Context: an optimization exercise on an open-source flow, tuned for small area. The choices shown serve that exercise and are no tape-out recipe.
In this exercise RTL edits were held to simulation tests only and were not proved equivalent to the original.
Power figures rest on the tool's default switching activity, not on a simulated workload.

== main ==
// rv32i_core
module rv32i_core (
    input  logic        clk,
    input  logic        reset_i,
    input  logic        imem_ready_i,
    input  logic [31:0] imem_data_i,
    output logic [31:0] imem_addr_o,
    output logic        commit_valid_o,
    output logic [31:0] commit_pc_o,
    output logic [4:0]  commit_rd_o,
    output logic        commit_reg_write_o,
    output logic [31:0] commit_wdata_o,
    output logic        commit_mem_write_o,
    output logic [31:0] commit_store_addr_o,
    output logic [31:0] commit_store_data_o
);
    logic        ph;         
    logic        clr;        
    logic        irv;        
    logic        busy;       
    logic        pend;       
    logic [4:0]  prd;        
    logic        plt;        
    logic        hz;         
    logic        carry;      
    logic        eqlo;       
    logic [31:7] ir;         
    logic [3:0]  iop;        
    logic        nop;        
    logic [29:0] pc;         
    logic [15:0] tmp;        
    logic [15:0] tmp2;       
    logic [6:0] f_opc;
    logic [2:0] f_f3;
    logic [6:0] f_f7;
    logic       f_legal;
    assign f_opc = imem_data_i[6:0];
    assign f_f3  = imem_data_i[14:12];
    assign f_f7  = imem_data_i[31:25];
    always_comb begin
        case (f_opc)
            7'b0110011: f_legal = (f_f7 == 7'b0000000 && (f_f3 == 3'b000 || f_f3 == 3'b111 ||
                                   f_f3 == 3'b110 || f_f3 == 3'b100 || f_f3 == 3'b010)) ||
                                  (f_f7 == 7'b0100000 && f_f3 == 3'b000);
            7'b0010011: f_legal = (f_f3 == 3'b000);
            7'b0110111: f_legal = 1'b1;
            7'b1100011: f_legal = (f_f3[2:1] == 2'b00);
            7'b1101111: f_legal = 1'b1;
            7'b0100011: f_legal = (f_f3 == 3'b010);
            default:    f_legal = 1'b0;
        endcase
    end
    logic is_op, is_addi, is_lui, is_br, is_jal, is_st;
    logic [2:0] f3;
    logic [4:0] rd;
    logic is_slt, is_logic, sub, wr_cls, rd_nz, sgn;
    assign is_op   = !iop[3] &&  iop[2] &&  iop[1] && !iop[0];
    assign is_addi = !iop[3] && !iop[2] &&  iop[1];
    assign is_lui  = !iop[3] &&  iop[2] &&  iop[1] &&  iop[0];
    assign is_br   =  iop[3] && !iop[0];
  ...
For scale: ~3300 cells after synthesis, roughly 200 I/O pins.
==> flow/config.mk <==
export PLATFORM = sky130hd
export DESIGN_NAME = rv32i_core
export DESIGN_NICKNAME = rv32i_core
export VERILOG_FILES = /design/flow/design.v
export SDC_FILE = /design/flow/constraint.sdc
export NUM_CORES = 4
export LEC_CHECK = 0
export CAP_MARGIN = 20
export CORE_MARGIN = 2
export CORE_UTILIZATION = 40
export SETUP_SLACK_MARGIN = 0.2
export SLEW_MARGIN = 20
==> flow/constraint.sdc <==
create_clock -name core_clock -period 8.0 [get_ports {clk}]
set_input_delay 1.6000 -clock core_clock [delete_from_list [all_inputs] [get_ports {clk}]]
set_output_delay 1.6000 -clock core_clock [all_outputs]
set_load 0.01 [all_outputs]
standard.sh (not shown) runs the stock make flow with config.mk's settings and CLKGATE_MAP_FILE= SYNTH_SCRIPT=/design/flow/synth_recipe.tcl, a recipe that flattens the netlist after the stock synthesis.
==> flow/flow/run.sh <==
#!/bin/bash
# Layout flow: the standard flow (standard.sh), with these changes:
#  - synthesis maps the logic with an area-oriented ABC script (flow/abc_area.script);
#    registers are mapped before ABC runs, so they are the standard synthesis's;
#  - port buffers are the smallest buffer cell;
#  - clock tree: small clock buffers, larger sink clusters, no dummy loads.
# Each tool's output goes to a log file in this folder (flow_*.log) and under orfs/logs.
set -euo pipefail
here=$(pwd)
rm -rf "$here/scripts_copy"
cp -r "$FLOW_HOME/scripts" "$here/scripts_copy"
cp "$here/flow/abc_area.script" "$here/scripts_copy/abc_speed.script"
export SCRIPTS_DIR="$here/scripts_copy"
export BUFFER_PORTS_ARGS="-buffer_cell sky130_fd_sc_hd__buf_1"
export CTS_ARGS="-sink_clustering_enable -repair_clock_nets -dont_use_dummy_load -root_buf sky130_fd_sc_hd__clkbuf_16 -buf_list {sky130_fd_sc_hd__clkbuf_4 sky130_fd_sc_hd__clkbuf_8} -sink_clustering_buffer sky130_fd_sc_hd__clkbuf_4 -sink_clustering_size 10 -sink_clustering_max_diameter 40"
bash standard.sh synth > "$here/flow_synth.log" 2>&1
bash standard.sh > "$here/flow_layout.log" 2>&1
==> flow/flow/abc_area.script <==
&get -n
&st
&syn2
&dch
&nf -R 1000
&st
&dch
&nf -R 1000
&put
Input changes introduced in the feature branch (baseline for comparison: main):
-- flow/design.v --
<<< main, line 50
    logic [4:0]  prd;        
    logic        plt;        
    logic        hz;         
    logic        carry;      
    logic        eqlo;       
>>> the feature branch, line 50
    logic [4:0]  prd;        
    logic        plt;        
    logic        carry;      
    logic        eqlo;       
<<< main, line 117
    end
    assign imm = ph ? imm_hi : imm_lo;
    logic [15:0] rda, rdb, wd, wdc;
    logic [4:0]  wa;
    logic        we, exec_lo, wr_lo, land;
    assign exec_lo = irv && !ph && !(hz && pend);
    assign wr_lo   = exec_lo && wr_cls && rd_nz && !is_slt;
    assign land    = pend && !ph && !wr_lo;
    assign we      = (wr_cls && rd_nz && busy) || wr_lo || land;
    assign wa      = land ? prd : rd;
    reg_file u_rf (
        .clk     (clk),
>>> the feature branch, line 116
    end
    assign imm = ph ? imm_hi : imm_lo;
    logic [15:0] rda, rdb, rfa, rfb, wd;
    logic [4:0]  wa;
    logic        we, exec_lo, wr_lo, land, fwd_a, fwd_b;
    assign exec_lo = irv && !ph;
    assign wr_lo   = exec_lo && wr_cls && rd_nz && !is_slt;
    assign land    = pend && !ph && !wr_lo;
    assign we      = (wr_cls && rd_nz && busy) || wr_lo || land;
    assign wa      = land ? prd : rd;
    assign fwd_a   = pend && !ph && !is_lui && ir[19:15] == prd;
    assign fwd_b   = pend && !ph && ir[24:20] == prd;
    assign rda     = fwd_a ? {15'b0, plt} : rfa;
    assign rdb     = fwd_b ? {15'b0, plt} : rfb;
    reg_file u_rf (
        .clk     (clk),
<<< main, line 134
        .wa_i    (wa),
        .wd_i    (wd),
        .rda_o   (rda),
        .rdb_o   (rdb)
    );
    logic [29:0] pc4;
>>> the feature branch, line 137
        .wa_i    (wa),
        .wd_i    (wd),
        .rda_o   (rfa),
        .rdb_o   (rfb)
    );
    logic [29:0] pc4;
<<< main, line 162
    assign lt = (opa[15] ^ opb[15]) ? opa[15] : sum[15];
    always_comb begin
        if (is_jal)      wdc = ph ? pc4b[31:16] : pc4b[15:0];
        else if (is_slt) wdc = 16'b0;
        else             wdc = res;
    end
    assign wd = (clr || land) ? {15'b0, land && plt} : wdc;
    assign eq_half = (rda == rdb);
    assign taken   = is_jal || (is_br && ((eqlo && eq_half) ^ ir[12]));
>>> the feature branch, line 165
    assign lt = (opa[15] ^ opb[15]) ? opa[15] : sum[15];
    always_comb begin
        if (clr)         wd = 16'b0;
        else if (land)   wd = {15'b0, plt};
        else if (is_jal) wd = ph ? pc4b[31:16] : pc4b[15:0];
        else if (is_slt) wd = 16'b0;
        else             wd = res;
    end
    assign eq_half = (rda == rdb);
    assign taken   = is_jal || (is_br && ((eqlo && eq_half) ^ ir[12]));
<<< main, line 186
            ph   <= !ph;
            clr  <= clr && !ph;
            busy <= exec_lo;
            if (busy) irv <= ir_load;
            else if (!irv) irv <= ir_load;
>>> the feature branch, line 190
            ph   <= !ph;
            clr  <= clr && !ph;
            busy <= irv && !ph;
            if (busy) irv <= ir_load;
            else if (!irv) irv <= ir_load;
<<< main, line 196
    always_ff @(posedge clk) begin
        if (ir_load) begin
            hz  <= (busy && is_slt && rd_nz)
                   ? (imem_data_i[19:15] == rd  || imem_data_i[24:20] == rd)
                   : (pend && (imem_data_i[19:15] == prd || imem_data_i[24:20] == prd));
            ir  <= {imem_data_i[31:12], f_legal ? imem_data_i[11:7] : 5'd0};
            iop <= f_legal ? {imem_data_i[6:4], imem_data_i[2]} : 4'b0010;
>>> the feature branch, line 200
    always_ff @(posedge clk) begin
        if (ir_load) begin
            ir  <= {imem_data_i[31:12], f_legal ? imem_data_i[11:7] : 5'd0};
            iop <= f_legal ? {imem_data_i[6:4], imem_data_i[2]} : 4'b0010;
<<< main, line 225
    assign commit_reg_write_o  = wr_cls && rd_nz;
    assign commit_mem_write_o  = is_st;
    assign commit_wdata_o      = {wdc, lo_part};
    assign commit_store_addr_o = {wdc, lo_part};
    assign commit_store_data_o = {rdb, tmp2};
endmodule
>>> the feature branch, line 226
    assign commit_reg_write_o  = wr_cls && rd_nz;
    assign commit_mem_write_o  = is_st;
    assign commit_wdata_o      = {wd, lo_part};
    assign commit_store_addr_o = {wd, lo_part};
    assign commit_store_data_o = {rdb, tmp2};
endmodule
==> run summary <==
Compare main and the feature branch | signal arrival time at the worst endpoint lower: main
Lower clock power share goes to main over the feature branch.
Relative slew slack: the feature branch < main
Changes observed in the feature branch relative to main: number of flops mapped to enable cells by yosys fell by about 2.7%, number of diodes -7, non-clock buffering overhead in the final layout picked up an extra 2.5 points, clock buffer count shows an increase of 1.3%.
Compared with main, number of buffers created by CTS in the feature branch increased slightly.

========
Setup of before:
The RTL this note starts from:
==> flow/design.v <==
module reg_file (
    input  logic        clk,
    input  logic [4:0]  ra_i,
    input  logic        ra_en_i,
    input  logic [4:0]  rb_i,
    input  logic        we_i,
    input  logic        clr_i,
    input  logic [4:0]  wa_i,
    input  logic [15:0] wd_i,
    output logic [15:0] rda_o,
    output logic [15:0] rdb_o
);
    logic [15:0] h0 [1:31];
    logic [15:0] h1 [1:31];
    always_ff @(posedge clk) begin
        for (int r = 1; r < 32; r++) begin
            h0[r] <= h1[r];
            h1[r] <= (clr_i || (we_i && wa_i == 5'(r))) ? wd_i : h0[r];
        end
    end
    always_comb begin
        rda_o = '0;
        rdb_o = '0;
        for (int r = 1; r < 32; r++) begin
            rda_o = rda_o | ({16{ra_en_i && ra_i == 5'(r)}} & h0[r]);
            rdb_o = rdb_o | ({16{rb_i == 5'(r)}} & h0[r]);
        end
    end
endmodule
module rv32i_core (
    input  logic        clk,
    input  logic        reset_i,
    input  logic        imem_ready_i,
    input  logic [31:0] imem_data_i,
    output logic [31:0] imem_addr_o,
    output logic        commit_valid_o,
    output logic [31:0] commit_pc_o,
    output logic [4:0]  commit_rd_o,
    output logic        commit_reg_write_o,
    output logic [31:0] commit_wdata_o,
    output logic        commit_mem_write_o,
    output logic [31:0] commit_store_addr_o,
    output logic [31:0] commit_store_data_o
);
    logic        ph;         
    logic        clr;        
    logic        irv;        
    logic        busy;       
    logic        pend;       
    logic [4:0]  prd;        
    logic        plt;        
    logic        carry;      
    logic        eqlo;       
    logic [31:7] ir;         
    logic [3:0]  iop;        
    logic        nop;        
    logic [29:0] pc;         
    logic [15:0] tmp;        
    logic [15:0] tmp2;       
    logic [6:0] f_opc;
    logic [2:0] f_f3;
    logic [6:0] f_f7;
    logic       f_legal;
    assign f_opc = imem_data_i[6:0];
    assign f_f3  = imem_data_i[14:12];
    assign f_f7  = imem_data_i[31:25];
    always_comb begin
        case (f_opc)
            7'b0110011: f_legal = (f_f7 == 7'b0000000 && (f_f3 == 3'b000 || f_f3 == 3'b111 ||
                                   f_f3 == 3'b110 || f_f3 == 3'b100 || f_f3 == 3'b010)) ||
                                  (f_f7 == 7'b0100000 && f_f3 == 3'b000);
            7'b0010011: f_legal = (f_f3 == 3'b000);
            7'b0110111: f_legal = 1'b1;
            7'b1100011: f_legal = (f_f3[2:1] == 2'b00);
            7'b1101111: f_legal = 1'b1;
            7'b0100011: f_legal = (f_f3 == 3'b010);
            default:    f_legal = 1'b0;
        endcase
    end
    logic is_op, is_addi, is_lui, is_br, is_jal, is_st;
    logic [2:0] f3;
    logic [4:0] rd;
    logic is_slt, is_logic, sub, wr_cls, rd_nz, sgn;
    assign is_op   = !iop[3] &&  iop[2] &&  iop[1] && !iop[0];
    assign is_addi = !iop[3] && !iop[2] &&  iop[1];
    assign is_lui  = !iop[3] &&  iop[2] &&  iop[1] &&  iop[0];
    assign is_br   =  iop[3] && !iop[0];
    assign is_jal  =  iop[3] &&  iop[0];
    assign is_st   = !iop[3] &&  iop[2] && !iop[1];
    assign f3       = ir[14:12];
    assign rd       = ir[11:7];
    assign sgn      = ir[31];
    assign is_slt   = is_op && f3 == 3'b010;
    assign is_logic = is_op && f3[2];
    assign sub      = is_op && ((f3 == 3'b000 && ir[30]) || f3 == 3'b010);
    assign wr_cls   = is_op || is_addi || is_lui || is_jal;
    assign rd_nz    = rd != 5'd0;
    logic [15:0] imm_lo, imm_hi, imm;
    always_comb begin
        if (is_lui) begin
            imm_lo = {ir[15:12], 12'b0};
            imm_hi = ir[31:16];
        end else if (is_jal) begin
            imm_lo = {ir[15:12], ir[20], ir[30:21], 1'b0};
            imm_hi = {{11{sgn}}, sgn, ir[19:16]};
        end else if (is_br) begin
            imm_lo = {{3{sgn}}, sgn, ir[7], ir[30:25], ir[11:8], 1'b0};
            imm_hi = {16{sgn}};
        end else if (is_st) begin
            imm_lo = {{4{sgn}}, ir[31:25], ir[11:7]};
            imm_hi = {16{sgn}};
        end else begin
            imm_lo = {{4{sgn}}, ir[31:20]};
            imm_hi = {16{sgn}};
        end
    end
    assign imm = ph ? imm_hi : imm_lo;
    logic [15:0] rda, rdb, rfa, rfb, wd;
    logic [4:0]  wa;
    logic        we, exec_lo, wr_lo, land, fwd_a, fwd_b;
    assign exec_lo = irv && !ph;
    assign wr_lo   = exec_lo && wr_cls && rd_nz && !is_slt;
    assign land    = pend && !ph && !wr_lo;
    assign we      = (wr_cls && rd_nz && busy) || wr_lo || land;
    assign wa      = land ? prd : rd;
    assign fwd_a   = pend && !ph && !is_lui && ir[19:15] == prd;
    assign fwd_b   = pend && !ph && ir[24:20] == prd;
    assign rda     = fwd_a ? {15'b0, plt} : rfa;
    assign rdb     = fwd_b ? {15'b0, plt} : rfb;
    reg_file u_rf (
        .clk     (clk),
        .ra_i    (ir[19:15]),
        .ra_en_i (!is_lui),
        .rb_i    (ir[24:20]),
        .we_i    (we),
        .clr_i   (clr),
        .wa_i    (wa),
        .wd_i    (wd),
        .rda_o   (rfa),
        .rdb_o   (rfb)
    );
    logic [29:0] pc4;
    logic [31:0] pc4b;
    logic [15:0] pch, opa, opb, res;
    logic [16:0] sum;
    logic        cin, lt, eq_half, taken;
    assign pc4  = pc + 30'd1;
    assign pc4b = {pc4, 2'b00};
    assign pch  = ph ? pc[29:14] : {pc[13:0], 2'b00};
    assign opa = (is_br || is_jal) ? pch : rda;
    assign opb = is_op ? rdb : imm;
    assign cin = ph ? carry : sub;
    assign sum = {1'b0, opa} + {1'b0, opb ^ {16{sub}}} + {16'b0, cin};
    always_comb begin
        if (is_logic) begin
            case (f3[1:0])
                2'b11:   res = opa & opb;
                2'b10:   res = opa | opb;
                default: res = opa ^ opb;
            endcase
        end else begin
            res = sum[15:0];
        end
    end
    assign lt = (opa[15] ^ opb[15]) ? opa[15] : sum[15];
    always_comb begin
        if (clr)         wd = 16'b0;
        else if (land)   wd = {15'b0, plt};
        else if (is_jal) wd = ph ? pc4b[31:16] : pc4b[15:0];
        else if (is_slt) wd = 16'b0;
        else             wd = res;
    end
    assign eq_half = (rda == rdb);
    assign taken   = is_jal || (is_br && ((eqlo && eq_half) ^ ir[12]));
    logic [29:0] tgt, npc;
    logic        ir_load;
    assign tgt     = {sum[15:0], tmp[15:2]};
    assign npc     = taken ? tgt : pc4;
    assign ir_load = imem_ready_i && (!irv || busy);
    assign imem_addr_o = {2'b00, busy ? npc : pc};
    always_ff @(posedge clk) begin
        if (reset_i) begin
            ph   <= 1'b0;
            clr  <= 1'b1;
            irv  <= 1'b0;
            busy <= 1'b0;
            pend <= 1'b0;
            pc   <= 30'd0;
        end else begin
            ph   <= !ph;
            clr  <= clr && !ph;
            busy <= irv && !ph;
            if (busy) irv <= ir_load;
            else if (!irv) irv <= ir_load;
            if (busy && is_slt && rd_nz) pend <= 1'b1;
            else if (land || (wr_lo && rd == prd)) pend <= 1'b0;
            if (busy) pc <= npc;
        end
    end
    always_ff @(posedge clk) begin
        if (ir_load) begin
            ir  <= {imem_data_i[31:12], f_legal ? imem_data_i[11:7] : 5'd0};
            iop <= f_legal ? {imem_data_i[6:4], imem_data_i[2]} : 4'b0010;
            nop <= !f_legal;
        end
    end
    always_ff @(posedge clk) begin
        carry <= sum[16];
        if (busy && is_slt) begin
            prd <= rd;
            plt <= lt;
        end
        eqlo  <= eq_half;
        tmp   <= res;
        tmp2  <= rdb;
    end
    logic [15:0] lo_part;
    always_comb begin
        if (is_jal)      lo_part = pc4b[15:0];
        else if (is_slt) lo_part = {15'b0, lt};
        else             lo_part = tmp;
    end
    assign commit_valid_o      = busy && !nop;
    assign commit_pc_o         = {pc, 2'b00};
    assign commit_rd_o         = rd;
    assign commit_reg_write_o  = wr_cls && rd_nz;
    assign commit_mem_write_o  = is_st;
    assign commit_wdata_o      = {wd, lo_part};
    assign commit_store_addr_o = {wd, lo_part};
    assign commit_store_data_o = {rdb, tmp2};
endmodule
==> flow/config.mk <==
export PLATFORM = sky130hd
export DESIGN_NAME = rv32i_core
export DESIGN_NICKNAME = rv32i_core
export VERILOG_FILES = /design/flow/design.v
export SDC_FILE = /design/flow/constraint.sdc
export NUM_CORES = 4
export LEC_CHECK = 0
export CAP_MARGIN = 20
export CORE_MARGIN = 2
export CORE_UTILIZATION = 40
export SETUP_SLACK_MARGIN = 0.2
export SLEW_MARGIN = 20
==> flow/constraint.sdc <==
create_clock -name core_clock -period 8.0 [get_ports {clk}]
set_input_delay 1.6000 -clock core_clock [delete_from_list [all_inputs] [get_ports {clk}]]
set_output_delay 1.6000 -clock core_clock [all_outputs]
set_load 0.01 [all_outputs]
==> flow/flow/run.sh <==
#!/bin/bash
# Layout flow: the standard flow (standard.sh), with these changes:
#  - synthesis maps the logic with an area-oriented ABC script (flow/abc_area.script);
#    registers are mapped before ABC runs, so they are the standard synthesis's;
#  - port buffers are the smallest buffer cell;
#  - clock tree: small clock buffers, larger sink clusters, no dummy loads.
# Each tool's output goes to a log file in this folder (flow_*.log) and under orfs/logs.
set -euo pipefail
here=$(pwd)
rm -rf "$here/scripts_copy"
cp -r "$FLOW_HOME/scripts" "$here/scripts_copy"
cp "$here/flow/abc_area.script" "$here/scripts_copy/abc_speed.script"
export SCRIPTS_DIR="$here/scripts_copy"
export BUFFER_PORTS_ARGS="-buffer_cell sky130_fd_sc_hd__buf_1"
export CTS_ARGS="-sink_clustering_enable -repair_clock_nets -dont_use_dummy_load -buf_list {sky130_fd_sc_hd__clkbuf_8} -sink_clustering_size 16 -sink_clustering_max_diameter 50"
bash standard.sh synth > "$here/flow_synth.log" 2>&1
bash standard.sh > "$here/flow_layout.log" 2>&1
Scripts as last shown in full above: flow/flow/abc_area.script
Final checks on before, whose flow otherwise completed, came back failing, citing negative setup slack.
### before -> after
--- a/flow/design.v
+++ b/flow/design.v
@@ -49,6 +49,7 @@
     logic        pend;       
     logic [4:0]  prd;        
     logic        plt;        
+    logic        hz;         
     logic        carry;      
     logic        eqlo;       
     logic [31:7] ir;         
@@ -115,18 +116,14 @@
         end
     end
     assign imm = ph ? imm_hi : imm_lo;
-    logic [15:0] rda, rdb, rfa, rfb, wd;
+    logic [15:0] rda, rdb, wd, wdc;
     logic [4:0]  wa;
-    logic        we, exec_lo, wr_lo, land, fwd_a, fwd_b;
-    assign exec_lo = irv && !ph;
+    logic        we, exec_lo, wr_lo, land;
+    assign exec_lo = irv && !ph && !(hz && pend);
     assign wr_lo   = exec_lo && wr_cls && rd_nz && !is_slt;
     assign land    = pend && !ph && !wr_lo;
     assign we      = (wr_cls && rd_nz && busy) || wr_lo || land;
     assign wa      = land ? prd : rd;
-    assign fwd_a   = pend && !ph && !is_lui && ir[19:15] == prd;
-    assign fwd_b   = pend && !ph && ir[24:20] == prd;
-    assign rda     = fwd_a ? {15'b0, plt} : rfa;
-    assign rdb     = fwd_b ? {15'b0, plt} : rfb;
     reg_file u_rf (
         .clk     (clk),
         .ra_i    (ir[19:15]),
@@ -136,8 +133,8 @@
         .clr_i   (clr),
         .wa_i    (wa),
         .wd_i    (wd),
-        .rda_o   (rfa),
-        .rdb_o   (rfb)
+        .rda_o   (rda),
+        .rdb_o   (rdb)
     );
     logic [29:0] pc4;
     logic [31:0] pc4b;
@@ -164,12 +161,11 @@
     end
     assign lt = (opa[15] ^ opb[15]) ? opa[15] : sum[15];
     always_comb begin
-        if (clr)         wd = 16'b0;
-        else if (land)   wd = {15'b0, plt};
-        else if (is_jal) wd = ph ? pc4b[31:16] : pc4b[15:0];
-        else if (is_slt) wd = 16'b0;
-        else             wd = res;
-    end
+        if (is_jal)      wdc = ph ? pc4b[31:16] : pc4b[15:0];
+        else if (is_slt) wdc = 16'b0;
+        else             wdc = res;
+    end
+    assign wd = (clr || land) ? {15'b0, land && plt} : wdc;
     assign eq_half = (rda == rdb);
     assign taken   = is_jal || (is_br && ((eqlo && eq_half) ^ ir[12]));
     logic [29:0] tgt, npc;
@@ -189,7 +185,7 @@
         end else begin
             ph   <= !ph;
             clr  <= clr && !ph;
-            busy <= irv && !ph;
+            busy <= exec_lo;
             if (busy) irv <= ir_load;
             else if (!irv) irv <= ir_load;
             if (busy && is_slt && rd_nz) pend <= 1'b1;
@@ -199,6 +195,9 @@
     end
     always_ff @(posedge clk) begin
         if (ir_load) begin
+            hz  <= (busy && is_slt && rd_nz)
+                   ? (imem_data_i[19:15] == rd  || imem_data_i[24:20] == rd)
+                   : (pend && (imem_data_i[19:15] == prd || imem_data_i[24:20] == prd));
             ir  <= {imem_data_i[31:12], f_legal ? imem_data_i[11:7] : 5'd0};
             iop <= f_legal ? {imem_data_i[6:4], imem_data_i[2]} : 4'b0010;
             nop <= !f_legal;
@@ -225,7 +224,7 @@
     assign commit_rd_o         = rd;
     assign commit_reg_write_o  = wr_cls && rd_nz;
     assign commit_mem_write_o  = is_st;
-    assign commit_wdata_o      = {wd, lo_part};
-    assign commit_store_addr_o = {wd, lo_part};
+    assign commit_wdata_o      = {wdc, lo_part};
+    assign commit_store_addr_o = {wdc, lo_part};
     assign commit_store_data_o = {rdb, tmp2};
 endmodule
Results
Summary: with before as the reference, routed wire length in after moved up by more than 10%.
Looking at clock tree cell share of total cell area, after sits 0.28 points higher than before does.
Apart from before, each of after and before ends the flow with a layout that passes the timing, DRC and antenna checks.
Completing all stages was not enough for before: its layout failed the final checks because of negative setup slack.
Adder-cell share of the synthesized area was lower in after than in before.
Between after and before, count of cell types in the netlist is lower for after, before comes in above that.
Cell count was lower in the run labelled after.

[separate check: timing with driven ports]
In the flow no input, the clock included, has a driving cell. The finished layouts below were timed again as built, in two steps.
Step 1, drivers: a clkbuf_16 drives clk and a buf_2 each remaining input, both assumed.
Step 2 times the ports against the registers' clock, not the clock port: input delays grow and output delays shrink by t, the midpoint of the rising clock arrivals with the driver on.
a / b / c = ideal ports / drivers / drivers and shift; a / b = the first two.
| run | shift t [ns] | slack for setup (ns) | hold WS [ns] | worst setup path at the end |
|---|---|---|---|---|
| main | 0.763 | 0.270 / 0.199 / 0.962 | 0.242 / 0.242 / 0.242 | register to output |
| the feature branch | 0.746 | 0.170 / 0.104 / 0.850 | 0.247 / 0.247 / 0.247 | register to output |
| before | 0.829 | -0.130 / -0.196 / 0.633 | 0.268 / 0.268 / 0.268 | register to output |
| after | 0.861 | 0.251 / 0.183 / 1.044 | 0.247 / 0.247 / 0.247 | register to output |
